From an optimization exercise on the open Yosys and OpenROAD flow, aimed at small area, a short achievable clock period and few clock cycles per item; shortcuts taken in it are not production practice.
RTL that was checked went through simulation tests only; none was proved equivalent to the original.
Power is estimated from default activity; no workload was simulated.

Setup of v6:
==> flow/design.v (excerpt) <==
module one_shot_timer_queue_top (
    input  logic          clk,
    input  logic          rst_n,
    input  logic          start,
    output logic          busy,
    input  logic [33:0]   req,
    output logic          result_valid,
    output logic [19:0]   rsp
);
Size: about 3400 cells after synthesis, roughly 790 flip-flops, about 40000 um^2 of cells after synthesis.
Settings: LEC_CHECK=0, CAP_MARGIN=30, CORE_MARGIN=2, CORE_UTILIZATION=40, SLEW_MARGIN=20; clock period 10.0 ns.
standard.sh (not shown) runs the stock make flow with config.mk's settings and CLKGATE_MAP_FILE= SYNTH_SCRIPT=/design/flow/synth_recipe.tcl, a recipe that flattens the netlist after the stock synthesis.
==> flow/flow/run.sh <==
#!/bin/bash
# Standard layout, with timing repair aimed 5 ns below the clock period.
set -euo pipefail
bash standard.sh SETUP_SLACK_MARGIN=5 finish > make.log 2>&1
Input changes introduced in v7 (baseline for comparison: v6):
==> flow/flow/run.sh <==
#!/bin/bash
# Standard layout, with timing repair aimed 7 ns below the clock period.
set -euo pipefail
bash standard.sh SETUP_SLACK_MARGIN=7 finish > make.log 2>&1
Results
v7 finished all stages; the layout is clean. Taking v6 as the reference, in v7 static leakage grew by 9.3%; setup slack went up by 1.38 ns; total internal power has increased; wire length increased 5.6%; total design power went up 5.0%. A last element of the critical path of dn_reg[5]$_DFFE_PP_ is what v6 shows, while dn_reg[10]$_DFFE_PP_ belongs to v7.
Function was not checked in any run of this note: the RTL went through the layout flow alone.


Another version of the RTL of one_shot_timer_queue_top (not shown whole).
For scale: about 770 flip-flops, ~59 I/O pins, roughly 0.037 mm^2 of cells after synthesis.
Settings: LEC_CHECK=0, CAP_MARGIN=30, CORE_MARGIN=2, CORE_UTILIZATION=60, CTS_CLUSTER_DIAMETER=80, CTS_CLUSTER_SIZE=25, PLACE_DENSITY=0.72, SLEW_MARGIN=20; clock period 10.0 ns.
==> flow/flow/run.sh <==
#!/bin/bash
# The standard layout, with timing repair aimed 7 ns below the clock period.
set -euo pipefail
bash standard.sh SETUP_SLACK_MARGIN=7 finish > make.log 2>&1
The first run completed without violations.
Testbench counts at the start, summed over its fixed seeds: cycles 8,095, requests 8,008.
Then changed:
==> flow/flow/run.sh (replaced) <==
#!/bin/bash
# The standard layout, with timing repair aimed 7.5 ns below the clock period.
set -euo pipefail
bash standard.sh SETUP_SLACK_MARGIN=7.5 finish > make.log 2>&1
PLACE_DENSITY = not set   (was 0.72)
Worst setup slack is better by 0.068 ns.
Non-clock buffer count increases by 334.
Clock-buffer cell count increases by 1.
Then changed:
==> flow/flow/run.sh (replaced) <==
#!/bin/bash
# The standard layout, with timing repair aimed 7 ns below the clock period.
set -euo pipefail
bash standard.sh SETUP_SLACK_MARGIN=7 finish > make.log 2>&1
PLACE_DENSITY = 0.85   (was not set)
Outcome: Die area is unchanged. Core utilization drops by 13 points. Design area drops by 16%. Total power drops by 16%.
Then changed:
==> flow/flow/run.sh (replaced) <==
#!/bin/bash
# The standard layout, with timing repair aimed 6.6 ns below the clock period.
set -euo pipefail
bash standard.sh SETUP_SLACK_MARGIN=6.6 finish > make.log 2>&1
PLACE_DENSITY = not set   (was 0.85)
What happened:
- clock skew hardly moves
- power decreases by 3.0%
- wire length decreases by 2.3%
- hold slack stays flat
- worst setup slack gets worse by 0.24 ns
- area after synthesis is unchanged
- sequential share of layout area goes up by 1.6 points
- via count decreases by 3.9%
Then changed:
==> flow/flow/run.sh (replaced) <==
#!/bin/bash
# The standard layout, with timing repair aimed 7 ns below the clock period.
set -euo pipefail
bash standard.sh SETUP_SLACK_MARGIN=7 finish > make.log 2>&1
SLEW_MARGIN = 0   (was 20)
Result: Die area is unchanged. Via count grows by 0.43%. Clock-buffer cell count grows by 4. Design area rose by 2.5%. Synthesized cell count is unchanged. Global-route usage drops by 0.89 points.


Another version of the RTL of one_shot_timer_queue_top (not shown whole).
## one_shot_timer_queue_top
module one_shot_timer_queue_top (
    input  logic          clk,
    input  logic          rst_n,
    input  logic          start,
    output logic          busy,
    input  logic [33:0]   req,
    output logic          result_valid,
    output logic [19:0]   rsp
);
Settings: LEC_CHECK=0, CAP_MARGIN=30, CORE_MARGIN=2, CORE_UTILIZATION=40, SLEW_MARGIN=20; clock period 10.0 ns.
==> flow/flow/run.sh <==
#!/bin/bash
# The standard layout, with timing repair aimed 7 ns below the clock period.
set -euo pipefail
bash standard.sh SETUP_SLACK_MARGIN=7 finish > make.log 2>&1
Then changed:
Settings changed: CORE_UTILIZATION 40 to 60, CTS_CLUSTER_DIAMETER set to 80, CTS_CLUSTER_SIZE set to 25.
Outcome: The new run completed without violations. Worst setup slack improved by 130 ps. Clock-buffer cell count went down by 53. Routed wire length increases by 0.60%. Critical path depth is unchanged. Design area went down by 6.1%. Clock skew is higher by 12 ps. Power shrinks by 14%. Hold slack gains 30 ps. Global-route usage increases by 15 points.
No run of this note included a check of the RTL's function; only the layout flow was run.

afterwards: timing with drivers on the ports:
The results above use ideal ports. As a check the final layouts listed here were re-extracted and re-timed, cells and wires unchanged.
Step 1 (the two cells are an assumption about what drives the block):
set clk [get_ports {clk}]
set_driving_cell -lib_cell sky130_fd_sc_hd__clkbuf_16 $clk
set_driving_cell -lib_cell sky130_fd_sc_hd__buf_2 [delete_from_list [all_inputs] $clk]
Step 2 also shifts input and output timing later by t, the mid clock arrival at the registers, as if the neighbouring blocks saw the same clock.
Three values: ideal, step 1, step 2; two values: the first two.
run | shift t [ns] | setup WS [ns] | hold slack, ns | worst setup path after step 2 | worst register clock-pin slew, ns
v6 | 0.731 | 5.461 / 5.461 / 5.461 | 0.544 / 0.544 / 0.544 | register to register | 0.07 / 0.07
v7 | 0.736 | 6.838 / 6.775 / 6.502 | 0.538 / 0.538 / 0.538 | input to register | 0.07 / 0.07
the first run of note 2 | 0.684 | 6.763 / 6.699 / 6.396 | 0.584 / 0.584 / 0.584 | input to register | 0.10 / 0.10
the second run of note 2 | 0.716 | 6.831 / 6.763 / 6.697 | 0.593 / 0.593 / 0.593 | input to register | 0.11 / 0.11
the third run of note 2 | 0.684 | 6.790 / 6.721 / 6.432 | 0.599 / 0.599 / 0.599 | input to register | 0.11 / 0.11
the fourth run of note 2 | 0.678 | 6.553 / 6.553 / 6.073 | 0.599 / 0.599 / 0.599 | input to register | 0.11 / 0.11
the fifth run of note 2 | 0.674 | 6.772 / 6.708 / 6.379 | 0.597 / 0.597 / 0.597 | input to register | 0.11 / 0.11
the first run of note 3 | 0.720 | 6.737 / 6.666 / 6.397 | 0.592 / 0.592 / 0.592 | input to register | 0.07 / 0.07
the second run of note 3 | 0.698 | 6.868 / 6.802 / 6.436 | 0.622 / 0.622 / 0.622 | input to register | 0.11 / 0.11
After both steps setup and hold are still met in every run listed. The setup slack of the fourth run of note 2, which loses most, moves by 0.000 ns with the drivers and by -0.480 ns with both steps.
